This is an optimization exercise on Yosys and OpenROAD, whose aim is a short achievable clock period and few clock cycles, not a production implementation.
Power figures rest on the tool's default switching activity, not on a simulated workload.

==> v35 <==
Design mips_core, start of the top module:
module mips_core (
	input  logic        clk,
	input  logic        rst,
	output logic [31:0] pc,
	input  logic [31:0] instr,
	output logic        memwrite,
	output logic [31:0] memaddr,
	output logic [31:0] memwritedata,
	input  logic [31:0] memreaddata
);
make LEC_CHECK=0 CAP_MARGIN=20 CORE_MARGIN=2 CORE_UTILIZATION=40 SETUP_SLACK_MARGIN=5 SLEW_MARGIN=20 finish   # period 9.0 ns
run.sh (not shown) runs the stock make flow with config.mk's settings and CLKGATE_MAP_FILE= SYNTH_SCRIPT=/design/flow/synth_recipe.tcl, a recipe that flattens the netlist after the stock synthesis.
==> v25: changes against v35 <==
--- a/flow/design.v
+++ b/flow/design.v
@@ -90,15 +90,15 @@
 ) (
 	input  logic [W-1:0] a,
 	input  logic [W-1:0] b,
 	input  logic         cin,
 	output logic [W-1:0] s,
 	output logic         cout
 );
-	localparam int L = $clog2(W);
+	localparam int L = (W > 16) ? 5 : (W > 8) ? 4 : (W > 4) ? 3 : (W > 2) ? 2 : 1;   
 	logic [W-1:0] p;
 	logic [W-1:0] g [L+1];
 	logic [W-1:0] q [L+1];   
 	assign p    = a ^ b;
 	assign g[0] = (a & b) | {{(W-1){1'b0}}, p[0] & cin};
 	assign q[0] = {p[W-1:1], 1'b0};   
 	for (genvar l = 0; l < L; l++) begin : g_lvl
@@ -123,106 +123,107 @@
 	input  logic [31:0] instr,
 	output logic        memwrite,
 	output logic [31:0] memaddr,
 	output logic [31:0] memwritedata,
 	input  logic [31:0] memreaddata
 );
 	logic        ex_br;         
-	logic        ex_bne;
+	logic        ex_nk;         
 	logic        ex_pred;
-	logic [31:0] ex_alt;
+	logic [31:0] ex_pc4;        
+	logic [15:0] ex_off;        
 	logic        ex_load;
 	logic        ex_store;
 	logic [4:0]  ex_dst;
 	logic        ex_sub;        
 	logic        ex_op_and;
 	logic        ex_op_or;
 	logic        ex_op_slt;
 	logic        ex_op_add;     
-	logic        ex_alusrc;
+	logic [31:0] ex_a;          
+	logic [31:0] ex_b;          
+	logic [31:0] ex_bn;         
 	logic [31:0] ex_imm;
-	logic [31:0] ex_ra;         
-	logic [31:0] ex_rb;
-	logic        ex_fa_mem, ex_fa_wb;   
-	logic        ex_fb_mem, ex_fb_wb;   
+	logic        ex_alusrc;
+	logic [31:0] ex_sd;         
+	logic        ex_sa_mem, ex_sb_mem, ex_ss_mem;   
+	logic        ex_kill;       
 	logic [31:0] mem_res;
+	logic [31:0] mem_res_n;     
 	logic [31:0] mem_sd;
 	logic        mem_store;
 	logic        mem_load;
 	logic [4:0]  mem_dst;
 	logic [31:0] wb_val;
 	logic [4:0]  wb_dst;
 	logic        stall;
 	logic        mispredict;
 	logic [31:0] pc4;
 	logic [5:0]  f_op;
 	logic        f_j;
 	logic        f_br;
 	logic        f_bpred;
-	logic [15:0] f_lo;
+	logic [7:0]  f_lo;
 	logic        f_c;
-	logic [13:0] f_hi;
-	logic [31:0] f_btarget;
+	logic        f_short;       
+	logic        f_take;        
 	logic [31:0] f_jtarget;
-	logic [13:0] pc_hi_inc;
-	logic [13:0] pc_hi_dec;
+	logic [21:0] pc_hi_inc;
+	logic [21:0] pc_hi_dec;
 	logic        f_use_bt;
 	logic [31:0] f_other;
+	logic [31:0] f_next;
 	assign f_op = instr[31:26];
 	assign f_j  = f_op == 6'b000010;
 	assign f_br = f_op[5:1] == 5'b00010;
 	assign f_bpred = (instr[25:21] == instr[20:16]) ? !f_op[0] : (instr[15] || f_op[0]);
 	ks_add #(.W(30)) f_inc (
 		.a    (pc[31:2]),
 		.b    (30'd0),
 		.cin  (1'b1),
 		.s    (pc4[31:2]),
 		.cout ()
 	);
 	assign pc4[1:0] = pc[1:0];
-	ks_add #(.W(16)) f_add (
-		.a    (pc[17:2]),
-		.b    (instr[15:0]),
+	ks_add #(.W(8)) f_add (
+		.a    (pc[9:2]),
+		.b    (instr[7:0]),
 		.cin  (1'b1),
 		.s    (f_lo),
 		.cout (f_c)
 	);
-	ks_add #(.W(14)) f_hinc (
-		.a    (pc[31:18]),
-		.b    (14'd0),
+	ks_add #(.W(22)) f_hinc (
+		.a    (pc[31:10]),
+		.b    (22'd0),
 		.cin  (1'b1),
 		.s    (pc_hi_inc),
 		.cout ()
 	);
-	ks_add #(.W(14)) f_dec (
-		.a    (pc[31:18]),
-		.b    (14'h3fff),
+	ks_add #(.W(22)) f_dec (
+		.a    (pc[31:10]),
+		.b    (22'h3fffff),
 		.cin  (1'b0),
 		.s    (pc_hi_dec),
 		.cout ()
 	);
-	assign f_hi      = f_c ? (instr[15] ? pc[31:18] : pc_hi_inc) : (instr[15] ? pc_hi_dec : pc[31:18]);
-	assign f_btarget = {f_hi, f_lo, pc[1:0]};
+	assign f_short = (instr[15:7] == 9'h000) || (instr[15:7] == 9'h1ff);
+	assign f_take  = f_bpred && f_short;
 	assign f_jtarget = {pc4[31:28], instr[25:0], 2'b00};
-	assign f_use_bt = !mispredict && !stall && !f_j && f_br && f_bpred;
-	always_comb begin
-		if (mispredict)
-			f_other = ex_alt;
-		else if (stall)
-			f_other = pc;
-		else if (f_j)
-			f_other = f_jtarget;
-		else
-			f_other = pc4;
-	end
+	assign f_other  = f_j ? f_jtarget : pc4;
+	assign f_use_bt = !f_j && f_br && f_take;
+	logic [21:0] f_next_hi1, f_next_hi0;
+	assign f_next_hi1 = f_use_bt ? (instr[7] ? pc[31:10] : pc_hi_inc) : f_other[31:10];
+	assign f_next_hi0 = f_use_bt ? (instr[7] ? pc_hi_dec : pc[31:10]) : f_other[31:10];
+	assign f_next     = {f_c ? f_next_hi1 : f_next_hi0,
+	                     f_use_bt ? f_lo : f_other[9:2], pc[1:0]};
 	always_ff @(posedge clk) begin
 		if (rst)
 			pc <= 32'd0;
-		else
-			pc <= f_use_bt ? f_btarget : f_other;
+		else if (!stall)
+			pc <= mispredict ? x_alt : f_next;
 	end
 	logic [5:0]  d_op;
 	logic [5:0]  d_fn;
 	logic [4:0]  d_rs, d_rt, d_rd;
 	logic        d_rtype, d_addi, d_load, d_store, d_br;
 	logic        d_fadd, d_fsub, d_fand, d_for, d_fslt;
 	logic [4:0]  d_dst;
@@ -249,92 +250,120 @@
 		else if (d_addi || d_load)
 			d_dst = d_rt;
 		else
 			d_dst = 5'd0;
 	end
 	assign d_use_rs = d_rtype || d_addi || d_load || d_store || d_br;
 	assign d_use_rt = d_rtype || d_store || d_br;
-	assign stall = ex_load && ex_dst != 5'd0 &&
+	assign stall = ex_load && !ex_kill && ex_dst != 5'd0 &&
 		((d_use_rs && ex_dst == d_rs) || (d_use_rt && ex_dst == d_rt));
 	register_file rf0 (
 		.clk       (clk),
 		.rd_addr_a (d_rs),
 		.rd_addr_b (d_rt),
 		.rd_data_a (d_ra),
 		.rd_data_b (d_rb),
 		.wr_addr   (wb_dst),
 		.wr_data   (wb_val)
 	);
 	always_ff @(posedge clk) begin
-		if (rst || stall || mispredict) begin
+		if (rst || stall) begin
 			ex_br    <= 1'b0;
 			ex_load  <= 1'b0;
 			ex_store <= 1'b0;
 			ex_dst   <= 5'd0;
 		end else begin
 			ex_br    <= d_br;
 			ex_load  <= d_load;
 			ex_store <= d_store;
 			ex_dst   <= d_dst;
 		end
 	end
 	always_ff @(posedge clk) begin
-		ex_bne    <= d_op[0];
-		ex_pred   <= f_bpred;
-		ex_alt    <= f_bpred ? pc4 : f_btarget;
-		ex_sub    <= d_fsub || d_fslt;
+		if (rst)
+			ex_kill <= 1'b0;
+		else
+			ex_kill <= mispredict;
+	end
+	logic        d_sub, d_alusrc;
+	logic        d_fa_mem, d_fa_wb, d_fb_mem, d_fb_wb;
+	logic [31:0] d_wb_next, d_a, d_b;
+	assign d_sub     = d_fsub || d_fslt;
+	assign d_alusrc  = !d_rtype && !d_br;
+	assign d_fa_mem  = d_rs != 5'd0 && !ex_kill && ex_dst == d_rs;
+	assign d_fa_wb   = d_rs != 5'd0 && mem_dst == d_rs;
+	assign d_fb_mem  = d_rt != 5'd0 && !ex_kill && ex_dst == d_rt;
+	assign d_fb_wb   = d_rt != 5'd0 && mem_dst == d_rt;
+	assign d_wb_next = mem_load ? memreaddata : mem_res;
+	assign d_a       = d_fa_wb ? d_wb_next : d_ra;
+	assign d_b       = d_fb_wb ? d_wb_next : d_rb;
+	always_ff @(posedge clk) begin
+		ex_nk     <= d_op[0] ^ f_take;
+		ex_pred   <= f_take;
+		ex_pc4    <= pc4;
+		ex_off    <= instr[15:0];
+		ex_sub    <= d_sub;
 		ex_op_and <= d_fand;
 		ex_op_or  <= d_for;
 		ex_op_slt <= d_fslt;
 		ex_op_add <= !(d_fand || d_for || d_fslt);
-		ex_alusrc <= !d_rtype && !d_br;
+		ex_a      <= d_a;
+		ex_b      <= d_b;
+		ex_bn     <= ~d_b;
 		ex_imm    <= {{16{instr[15]}}, instr[15:0]};
-		ex_ra     <= d_ra;
-		ex_rb     <= d_rb;
-		ex_fa_mem <= d_rs != 5'd0 && ex_dst == d_rs;
-		ex_fa_wb  <= d_rs != 5'd0 && mem_dst == d_rs;
-		ex_fb_mem <= d_rt != 5'd0 && ex_dst == d_rt;
-		ex_fb_wb  <= d_rt != 5'd0 && mem_dst == d_rt;
-	end
-	logic [31:0] x_a, x_b, x_op2, x_sum, x_res;
-	logic        x_slt, x_taken;
-	assign x_a = ex_fa_mem ? mem_res : ex_fa_wb ? wb_val : ex_ra;
-	assign x_b = ex_fb_mem ? mem_res : ex_fb_wb ? wb_val : ex_rb;
-	assign x_op2 = ex_alusrc ? ex_imm : x_b;
+		ex_alusrc <= d_alusrc;
+		ex_sd     <= d_b;
+		ex_sa_mem <= d_fa_mem;
+		ex_sb_mem <= !d_alusrc && d_fb_mem;
+		ex_ss_mem <= d_fb_mem;
+	end
+	logic [31:0] x_a, x_b, x_sd, x_sum, x_other, x_res, x_mem_b, x_b_reg;
+	logic        x_cout, x_slt;
+	assign x_mem_b = ex_sub ? mem_res_n : mem_res;
+	assign x_a     = ex_sa_mem ? mem_res : ex_a;
+	assign x_b_reg = ex_alusrc ? ex_imm : ex_sub ? ex_bn : ex_b;
+	assign x_b     = ex_sb_mem ? x_mem_b : x_b_reg;
+	assign x_sd    = ex_ss_mem ? mem_res : ex_sd;
 	ks_add #(.W(32)) x_add (
 		.a    (x_a),
-		.b    (ex_sub ? ~x_op2 : x_op2),
+		.b    (x_b),
 		.cin  (ex_sub),
 		.s    (x_sum),
+		.cout (x_cout)
+	);
+	assign x_slt = x_a[31] ^ x_b[31] ^ x_cout;
+	assign x_other = ({32{ex_op_and}} & (x_a & x_b)) | ({32{ex_op_or}} & (x_a | x_b)) |
+	                 {31'd0, ex_op_slt & x_slt};
+	assign x_res   = ex_op_add ? x_sum : x_other;
+	logic [31:0] x_btarget, x_alt;
+	ks_add #(.W(30)) x_badd (
+		.a    (ex_pc4[31:2]),
+		.b    ({{14{ex_off[15]}}, ex_off}),
+		.cin  (1'b0),
+		.s    (x_btarget[31:2]),
 		.cout ()
 	);
-	assign x_slt = (x_a[31] ^ x_op2[31]) ? x_a[31] : x_sum[31];
-	always_comb begin
-		x_res = 32'd0;
-		if (ex_op_add) x_res = x_res | x_sum;
-		if (ex_op_and) x_res = x_res | (x_a & x_op2);
-		if (ex_op_or)  x_res = x_res | (x_a | x_op2);
-		if (ex_op_slt) x_res = x_res | {31'd0, x_slt};
-	end
-	assign x_taken    = (x_a == x_b) ^ ex_bne;
-	assign mispredict = ex_br && (x_taken != ex_pred);
+	assign x_btarget[1:0] = ex_pc4[1:0];
+	assign x_alt          = ex_pred ? ex_pc4 : x_btarget;
+	assign mispredict = ex_br && !ex_kill && ((x_a == x_sd) != ex_nk);
 	always_ff @(posedge clk) begin
 		if (rst) begin
 			mem_store <= 1'b0;
 			mem_load  <= 1'b0;
 			mem_dst   <= 5'd0;
 		end else begin
-			mem_store <= ex_store;
-			mem_load  <= ex_load;
-			mem_dst   <= ex_dst;
+			mem_store <= ex_store && !ex_kill;
+			mem_load  <= ex_load && !ex_kill;
+			mem_dst   <= ex_kill ? 5'd0 : ex_dst;
 		end
 	end
 	always_ff @(posedge clk) begin
-		mem_res <= x_res;
-		mem_sd  <= x_b;
+		mem_res   <= x_res;
+		mem_res_n <= ~x_res;
+		mem_sd    <= x_sd;
 	end
 	assign memwrite     = mem_store;
 	assign memaddr      = mem_res;
 	assign memwritedata = mem_sd;
 	always_ff @(posedge clk) begin
 		if (rst)
 			wb_dst <= 5'd0;
==> flow/flow/run.sh (new file) <==
#!/bin/bash
set -euo pipefail
bash standard.sh SETUP_SLACK_MARGIN=6 TNS_END_PERCENT=100 finish > standard.log 2>&1
==> flow/standard.sh (new file) <==
#!/bin/bash
# synth_recipe.tcl (not shown) runs the flow's synth.tcl, then flattens the netlist and writes it again
# the make line also repeats each setting of config.mk as NAME=value (left out here)
make -C /OpenROAD-flow-scripts/flow DESIGN_CONFIG=/design/flow/config.mk WORK_HOME=/design/flow/orfs CLKGATE_MAP_FILE= SYNTH_SCRIPT=/design/flow/synth_recipe.tcl "${@:-finish}"
==> flow/config.mk (replaced) <==
export PLATFORM = sky130hd
export DESIGN_NAME = mips_core
export DESIGN_NICKNAME = mips_core
export VERILOG_FILES = /design/flow/design.v
export SDC_FILE = /design/flow/constraint.sdc
export NUM_CORES = 4
export LEC_CHECK = 0
export CAP_MARGIN = 20
export CORE_MARGIN = 2
export CORE_UTILIZATION = 60
export SLEW_MARGIN = 20
removed: flow/run.sh
==> v21: changes against v35 <==
==> flow/config.mk (replaced) <==
export PLATFORM = sky130hd
export DESIGN_NAME = mips_core
export DESIGN_NICKNAME = mips_core
export VERILOG_FILES = /design/flow/design.v
export SDC_FILE = /design/flow/constraint.sdc
export NUM_CORES = 4
export LEC_CHECK = 0
export CAP_MARGIN = 20
export CORE_MARGIN = 2
export CORE_UTILIZATION = 60
export SETUP_SLACK_MARGIN = 5
export SLEW_MARGIN = 20
export TNS_END_PERCENT = 100
==> notes.md <==
|  | v35 | v21 | v25 |
|---|---|---|---|
| Adder-cell area share of the yosys netlist | 1.216% | 1.216% | 2.035% |
| Combinational power | 2.64 mW | 2.51 mW | 3.87 mW |
| Routed wire per std cell | 31.32 um | 35.26 um | 39.15 um |
| Slowest stage cell, crit path | sky130_fd_sc_hd__o41a_1 | sky130_fd_sc_hd__o41a_1 | sky130_fd_sc_hd__dfxtp_4 |
| Sum of routed wire segments on met1 | 78720 um | 73130 um | 92890 um |
| Post-synth design cell area | 0.06257 mm2 | 0.06257 mm2 | 0.06789 mm2 |
| Post-synthesis average cell area | 16.33 um2 | 16.33 um2 | 13.59 um2 |
| Crit path arrival time | 5.10 ns | 4.90 ns | 4.66 ns |
| Run status | complete, no violations | complete, no violations | complete, no violations |
| Relative contribution of combinational cells to total power | 16.3% | 15.5% | 20.6% |
| Fraction of the yosys area taken by sequential cells | 57.84% | 57.84% | 55.20% |
| Via count of the first global-routing pass | 38260 | 39580 | 51090 |
| ANT cells | 0 | 0 | 6 |
| Worst setup slack for register-to-register paths | 4.62 ns | 4.76 ns | 5.02 ns |
| Net switching component of the power | 4.467 mW | 4.397 mW | 5.755 mW |
| Critical path's largest stage delay | 0.50 ns | 0.52 ns | 0.44 ns |
| First-pass GRT wire length | 277100 um | 278300 um | 376000 um |
| Power dissipated in the clock network | 5.77 mW | 5.65 mW | 6.21 mW |
| Number of ordinary and repair buffers in the finished layout | 334 | 322 | 907 |
No functional check of the RTL was part of any run of this note.

==> what the ideal ports hide <==
How much do the figures lean on ideal ports? The routed layouts below were timed once more, with nothing changed but the port constraints.
Step 1 sets driving cells, clkbuf_16 on the clock port and buf_2 on the other inputs (assumed; they add their load-dependent delay and slew).
Step 2 moves the port delays by t, midway between the first and last clock arrival at a register: inputs arrive t later, outputs are due t later. That takes back most of the time a late clock gives input paths.
Slacks: ideal ports / drivers / drivers and shift; pairs: ideal ports / drivers.
| run | shift t [ns] | setup slack, ns | worst setup path after step 2 | slew at the worst register clock pin (ns) | worst data-port slew with drivers (ns) |
|---|---|---|---|---|---|
| v35 | 0.859 | 4.619 / 4.619 / 4.086 | input to register | 0.07 / 0.07 | 0.26 |
| v25 | 0.869 | 5.023 / 5.023 / 4.219 | input to register | 0.07 / 0.07 | 0.77 |
| v21 | 0.817 | 4.760 / 4.760 / 4.063 | input to register | 0.07 / 0.07 | 0.08 |
After both steps setup and hold are still met in every run listed. The setup slack of v25, which loses most, moves by 0.000 ns with the drivers and by -0.804 ns with both steps.
